This is an optimization exercise on Yosys and OpenROAD, whose aim is small area, a short achievable clock period and few clock cycles per item, not a production implementation.
Only simulation tests tie the RTL to the original design; equivalence was not proved.
Power is estimated from default activity; no workload was simulated.

==> design/flow/design.v <==
`default_nettype none
package khc_pkg;
  localparam int TABLE_DEPTH_DEFAULT = 64;
  localparam int KEY_W    = 32;
  localparam int CNT_W    = 32;
  localparam int IDX_W    = 6;
  localparam int STATUS_W = 3;
  localparam int USED_W   = 7;
  localparam logic KIND_HIT  = 1'b0;
  localparam logic KIND_READ = 1'b1;
  localparam logic [STATUS_W-1:0] ST_COUNTED    = 3'd0;
  localparam logic [STATUS_W-1:0] ST_NEW        = 3'd1;
  localparam logic [STATUS_W-1:0] ST_FULL       = 3'd2;
  localparam logic [STATUS_W-1:0] ST_ZERO       = 3'd3;
  localparam logic [STATUS_W-1:0] ST_READ_OK    = 3'd4;
  localparam logic [STATUS_W-1:0] ST_READ_EMPTY = 3'd5;
  localparam logic [CNT_W-1:0] COUNT_MAX = '1;
  typedef struct packed {
    logic [STATUS_W-1:0] status;
    logic [KEY_W-1:0]    key;
    logic [CNT_W-1:0]    count;
    logic [USED_W-1:0]   used;
  } res_t;
endpackage
`default_nettype wire
`default_nettype none
module key_hit_count_table #(
  parameter int TABLE_DEPTH = khc_pkg::TABLE_DEPTH_DEFAULT
) (
  input  wire logic                             clk,
  input  wire logic                             rst,
  input  wire logic                             in_valid,
  output logic                                  in_ready,
  input  wire logic                             kind,
  input  wire logic [khc_pkg::KEY_W-1:0]        key,
  input  wire logic [khc_pkg::IDX_W-1:0]        index,
  output logic                                  out_valid,
  input  wire logic                             out_ready,
  output logic      [khc_pkg::STATUS_W-1:0]     status,
  output logic      [khc_pkg::KEY_W-1:0]        key_out,
  output logic      [khc_pkg::CNT_W-1:0]        count_out,
  output logic      [khc_pkg::USED_W-1:0]       entries_used
);
  localparam int D  = TABLE_DEPTH;
  localparam int KW = khc_pkg::KEY_W;
  localparam int CW = khc_pkg::CNT_W;
  localparam int IW = khc_pkg::IDX_W;
  localparam int UW = khc_pkg::USED_W;
  logic [KW-1:0] key_tab [D];
  logic [CW-1:0] cnt_tab [D];
  logic [UW-1:0] fill;
  logic advance;                  
  assign advance = !(out_valid && !out_ready);
  logic [D-1:0]  m;
  assign in_ready = advance;
  always_comb begin
    for (int i = 0; i < D; i++) begin
      m[i] = kind ? (IW'(i) == index)
                  : ((key_tab[i] == key) && (UW'(i) < fill));
    end
  end
  logic          r1_v;
  logic          r1_kind;
  logic          r1_zero;
  logic          r1_byp;     
  logic [KW-1:0] r1_key;
  logic [IW-1:0] r1_idx;
  logic [D-1:0]  r1_m;       
  always_ff @(posedge clk) begin
    if (advance) begin
      r1_kind <= kind;
      r1_zero <= (key == '0);
      r1_byp  <= (key == r1_key);
      r1_key  <= key;
      r1_idx  <= index;
      r1_m    <= m;
    end
  end
  logic          r2_v;
  logic [D-1:0]  r2_sel;
  logic          r2_new;
  logic          hit_byp;
  logic          hit_any;
  logic          full;
  logic          ins;
  logic          rd_ok;
  logic [D-1:0]  at_fill;
  logic [D-1:0]  sel;
  logic [D-1:0]  rsel;
  logic [CW-1:0] cval;
  logic          same;
  logic [2:0]    st2;
  always_comb begin
    for (int i = 0; i < D; i++) begin
      at_fill[i] = (UW'(i) == fill);
    end
  end
  assign hit_byp = !r1_kind && r1_byp && r2_v && r2_new;
  assign hit_any = (!r1_kind && (|r1_m)) || hit_byp;
  assign full    = (fill == UW'(D));
  assign ins     = !r1_kind && !r1_zero && !hit_any && !full;
  assign rd_ok   = UW'(r1_idx) < fill;
  assign sel  = r1_kind ? (r1_m & {D{rd_ok}})
                        : (r1_m | (r2_sel & {D{hit_byp}}) | (at_fill & {D{ins}}));
  assign rsel = r1_m;
  always_comb begin
    cval = '0;
    for (int i = 0; i < D; i++) cval = cval | (cnt_tab[i] & {CW{rsel[i]}});
  end
  assign same = r2_v && ((|(rsel & r2_sel)) || hit_byp);
  always_comb begin
    if (r1_kind)      st2 = rd_ok ? khc_pkg::ST_READ_OK : khc_pkg::ST_READ_EMPTY;
    else if (r1_zero) st2 = khc_pkg::ST_ZERO;
    else if (hit_any) st2 = khc_pkg::ST_COUNTED;
    else if (full)    st2 = khc_pkg::ST_FULL;
    else              st2 = khc_pkg::ST_NEW;
  end
  always_ff @(posedge clk) begin
    for (int i = 0; i < D; i++) begin
      if (at_fill[i]) key_tab[i] <= r1_key;
    end
  end
  logic          r2_hit;     
  logic          r2_rdok;
  logic          r2_same;    
  logic [CW-1:0] r2_cval;
  logic [2:0]    r2_st;
  always_ff @(posedge clk) begin
    if (rst) begin
      r1_v <= 1'b0;
      r2_v <= 1'b0;
      fill <= '0;
    end else if (advance) begin
      r1_v <= in_valid;
      r2_v <= r1_v;
      if (r1_v && ins) fill <= fill + UW'(1);
    end
  end
  always_ff @(posedge clk) begin
    if (advance) begin
      r2_sel  <= sel;
      r2_new  <= ins;
      r2_hit  <= !r1_kind && !r1_zero && (hit_any || !full);
      r2_rdok <= r1_kind && rd_ok;
      r2_same <= same;
      r2_cval <= cval;
      r2_st   <= st2;
    end
  end
  logic [KW-1:0] kmux;
  logic [CW-1:0] cin;
  logic [CW-1:0] inc_in;
  logic [CW-1:0] inc_out;
  logic [CW-1:0] cnt_res;
  always_comb begin
    kmux = '0;
    for (int i = 0; i < D; i++) kmux = kmux | (key_tab[i] & {KW{r2_sel[i]}});
  end
  assign cin     = r2_same ? count_out : r2_cval;
  assign inc_in  = cin & {CW{!r2_new}};
  assign inc_out = (inc_in + CW'(1)) | {CW{&inc_in}};
  assign cnt_res = r2_hit ? inc_out : (cin & {CW{r2_rdok}});
  always_ff @(posedge clk) begin
    for (int i = 0; i < D; i++) begin
      if (advance && r2_v && r2_hit && r2_sel[i]) cnt_tab[i] <= inc_out;
    end
  end
  always_ff @(posedge clk) begin
    if (rst) begin
      out_valid <= 1'b0;
    end else if (advance) begin
      out_valid <= r2_v;
    end
  end
  always_ff @(posedge clk) begin
    if (advance) begin
      status       <= r2_st;
      key_out      <= kmux;
      count_out    <= cnt_res;
      entries_used <= fill;     
    end
  end
endmodule
`default_nettype wire
==> design/flow/run.sh <==
#!/bin/bash
# synth_recipe.tcl (not shown) runs the flow's synth.tcl, then flattens the netlist and writes it again
# the make line also repeats each setting of config.mk as NAME=value (left out here)
make -C /OpenROAD-flow-scripts/flow DESIGN_CONFIG=/design/flow/config.mk WORK_HOME=/design/flow/orfs CLKGATE_MAP_FILE= SYNTH_SCRIPT=/design/flow/synth_recipe.tcl finish
==> design/flow/config.mk <==
export PLATFORM = sky130hd
export DESIGN_NAME = key_hit_count_table
export DESIGN_NICKNAME = key_hit_count_table
export VERILOG_FILES = /design/flow/design.v
export SDC_FILE = /design/flow/constraint.sdc
export NUM_CORES = 4
export LEC_CHECK = 0
export CAP_MARGIN = 40
export CORE_MARGIN = 2
export CORE_UTILIZATION = 35
export CTS_CLUSTER_DIAMETER = 70
export CTS_CLUSTER_SIZE = 20
export SETUP_SLACK_MARGIN = 2.2
export SLEW_MARGIN = 40
==> design/flow/constraint.sdc <==
create_clock -name core_clock -period 5.5 [get_ports {clk}]
set_input_delay 1.1000 -clock core_clock [delete_from_list [all_inputs] [get_ports {clk}]]
set_output_delay 1.1000 -clock core_clock [all_outputs]
set_load 0.01 [all_outputs]
==> results.yml <==
outcome:
  status: "failed layout checks"
  violations: "antenna rules"
critical_path:
  worst-path-max-fanout: 20
  slowest_stage: "or4_4"
  required_ns: 6.33
  path_cells: "clkbuf_16 > a22o_4 > a221oi_4 > nand4_1 > or4_4"
  critical_path_class: "reg -> reg"
  worst-path-buf-inv: 1
  endpoint_kind: "flip-flop"
  crit_family: "simple AND/OR/NAND/NOR gates"
  start_kind: "flip-flop"
  slowest_delay_ns: 0.91
  worst_ep_arrival_time_ns: 4.80
place:
  hpwl_mm: 1160
  gp_congestion: 1.17
  post-place-ws_ns: 0.663
  io_buffers: 118
  dpl_cell_area_mm2: 0.207
logic_synthesis:
  synthFlopType: "edfxtp_1"
  synth_area_leaders: "edfxtp_1, xor2_1, a221oi_1"
  ys_ff_latch: 4388
  synthCells: 11400
  netlist.area_leader.share_pct: 71.6
  netlist_top_cells_count: "edfxtp_1, xor2_1, a221oi_1"
  ys_async_sr_fraction_pct: 0
  avgSynthCellArea_um2: 16.1
  ys.warnings.count: 3
  synth_area_mm2: 0.184
  synth_fp_nets: 11500
  seq_area_frac_synth_pct: 71.7
  synth_top_cell_by_area: "edfxtp_1"
  synth.most_common_cell: "edfxtp_1"
  synth_enable_flop_cells: 4378
  ys_types: 74
power_and_ir_drop:
  p_total_uw: 81900
  switching_power_uw: 25900
  cell_internal_pwr_uw: 56000
  pwr-share-seq_pct: 47.9
  switching_share_pct: 31.6
  leakagePower_uw: 0.0729
  ir_drop_v: 0.000302
  power_frac_clock_pct: 36.2
  pwr_density_cell_mw_per_mm2: 361
  combPwrFrac_pct: 15.9
routing:
  ant_nets: 7
  vias: 169000
  wire_per_inst_um: 81.9
  drtPass1Iterations: 10
  drt_wl_total_mm: 1670
  drc_errors: 0
  viasPerCell: 8.26
  dr.first_iter.drc_count: 42000
finish:
  nets: 12800
  area_growth_pct: 23.6
  layout-drive-gt1-share_pct: 22.9
  final_area_mm2: 0.227
floorplanning:
  num_rows: 266
  start_util_pct: 35.1
  die_area_mm2: 0.530
  die_w_um: 728
  fp.dieH_um: 728
  ios: 119
  core-area_mm2: 0.524
clock_tree:
  clk_latency_ns: 1.19
  cts_made_buffers: 370
  clk_path_buf_depth: 4
  htreeDepth: 5
  clk_pin_slew_ns: 0.09
  cts_tree: "done"
  clock-sinks: 4388
  clockRootBuffer: "clkbuf_16"
timing:
  setup_slack_ns: 1.53
  finalCritPeriodShare_pct: 72.2
  fmax_mhz: 252
  hold_violations: 0
  setup_violations: 0
  finalClockSkew_ns: 0.129
  worstMarginPinSlew_ns: 1.51
  fin_crit_ns: 3.97
  drv_slew: 5
  rsz0062_at_grt: "true"
  slew_headroom_pct: -0.959
global_route:
  met3_usage_pct: 36.9
  grt.overflow.total: 0
  grtUsageMet2_pct: 80.4
  grt_pass1_wl_mm: 1950
  grt_max_degree: 68
  grt.busiest_layer: "met2"
  grt.met1_usage_pct: 62.7
  grt_antenna_before_repair: 368
  grt_util_all_layers_pct: 60.4
  grt_pass1_vias: 133000
worst_hold_path:
  hold_class: "in -> reg"
flow_run:
  drv_cap: 1
-- placed cells by master (no fill, tap or decap), types with 55 or more instances in the layout --
cell type and count:
xnor2_1 844, edfxtp_1 4378, nor2_1 71, buf_8 66
nand3_1 108, diode_2 501, buf_6 143, xor2_1 1135
nand2_1 145, and2_4 67, a22o_1 995, buf_4 1093
clkdlybuf4s50_1 61, nor2_4 61, buf_12 259, clkbuf_16 383
nor4_1 280, a21oi_1 150, xnor2_2 55, nand4_1 569
nor4_2 55, a221oi_1 874, a221oi_2 126
-- cells by family (layout without fill, tap and decap cells) --
family,count (synthesis),after routing,synth area share [%]
flops,4388,4388,71.7
compound gates,2407,2409,11.0
xor+xnor,2100,2100,10.0
simple gates,1615,1630,5.10
buf+inv,866,2415,1.91
mux,30,30,0.167
fa+ha+maj,10,10,0.0681
other cells,0,501,0
-- routing by layer --
| layer | wire (um) | vias to the layer above |
|---|---|---|
| li1 | - | 49600 |
| met1 | 522000 | 86300 |
| met2 | 637000 | 24400 |
| met3 | 277000 | 8439 |
| met4 | 234000 | 90 |
| met5 | 5130 | - |
-- cell type report --
class,count,area [um2]
clock buffers,392,9370
multi-input cells,6179,53500
repair buffers,1761,19100
clock inverters,246,3320
fillers,46700,297000
flip-flops and latches,4388,132000
well taps,6968,8720
diodes,501,1250
inverters,16,65.1
-- stage by stage --
step / util [%] / hold WS [ns] / setup TNS, ns / std cells
after floorplan: - / 0.400 / 0 / 11400
after global placement: 38.6 / 0.497 / -0.210 / 18800
after detailed placement: 39.5 / 0.496 / 0 / 19000
after CTS: 42.4 / 0.482 / 0 / 19700
after global routing: 43.2 / 0.432 / 0 / 20100
final: 43.3 / 0.401 / 0 / 20500
-- power groups by stage --
stage	clock network, uW	registers, uW	logic, uW
after floorplan	0	40100	3460
after global placement	0	40100	10400
after detailed placement	0	40000	10600
after CTS	29000	39200	11100
after global routing	30200	39200	12200
final	29700	39200	13000
-- worst register-to-register path: cells and delay by family (launching register included) --
kind,cells,cell delay (ns)
compound gates,2,1.20
flops,1,0.44
simple gates,2,1.74
buf+inv,1,0.23
-- path summary, 6_finish.rpt --
check / endpoint / startpoint / slack, ns / cells after the start
worst max-delay path: key_out[28] / r2_sel[10] / 1.53 / 5
worst min-delay path: r1_key[11] / key[11] / 0.40 / 1
worst max register to register: key_out[28] / r2_sel[10] / 1.53 / 5
worst min register to register: status[2] / r2_st[2] / 0.48 / 0
-- state kept, by name (all words and copies together) (netlist names), 3 cells and up --
| register | cells |
|---|---|
| fill | 7 |
| r1_idx | 6 |
| status | 3 |
| count_out | 32 |
| entries_used | 7 |
| key_tab | 2048 |
| key_out | 32 |
| r2_sel | 64 |
| r1_key | 32 |
| r2_cval | 32 |
| r1_m | 64 |
| cnt_tab | 2048 |
| r2_st | 3 |
-- timing repair --
| action | CTS | global route |
|---|---|---|
| endpoints found under the hold margin | 0 | 0 |
| gates cloned | 16 | 20 |
| endpoints found under the setup margin | 3028 | 1607 |
| hold buffers | 0 | 0 |
| resized for setup | 243 | 208 |
| buffers inserted | 96 | 113 |
| pin swaps | 56 | 61 |
Testbench counts, summed over its fixed seeds: cycles 12,024, items 12,000.

-- port drivers added, routing unchanged --
How much do the figures lean on ideal ports? The routed layout below was timed once more, with nothing changed but the port constraints.
Step 1 (the two cells are an assumption about what drives the block):
set clk [get_ports {clk}]
set_driving_cell -lib_cell sky130_fd_sc_hd__clkbuf_16 $clk
set_driving_cell -lib_cell sky130_fd_sc_hd__buf_2 [delete_from_list [all_inputs] $clk]
Step 2 moves the port delays by t, midway between the first and last clock arrival at a register: inputs arrive t later, outputs are due t later. That takes back most of the time a late clock gives input paths.
Slacks: ideal / step 1 / step 2; pairs: ideal / step 1.
t (ns): 1.260
setup WS [ns]: 1.529 / 1.529 / 0.563
latest minus earliest clock arrival (ns): 0.145 / 0.146
worst slew at a driven data input, ns: 0.06
The setup slack of this run moves by 0.000 ns with the drivers and by -0.966 ns with both steps.
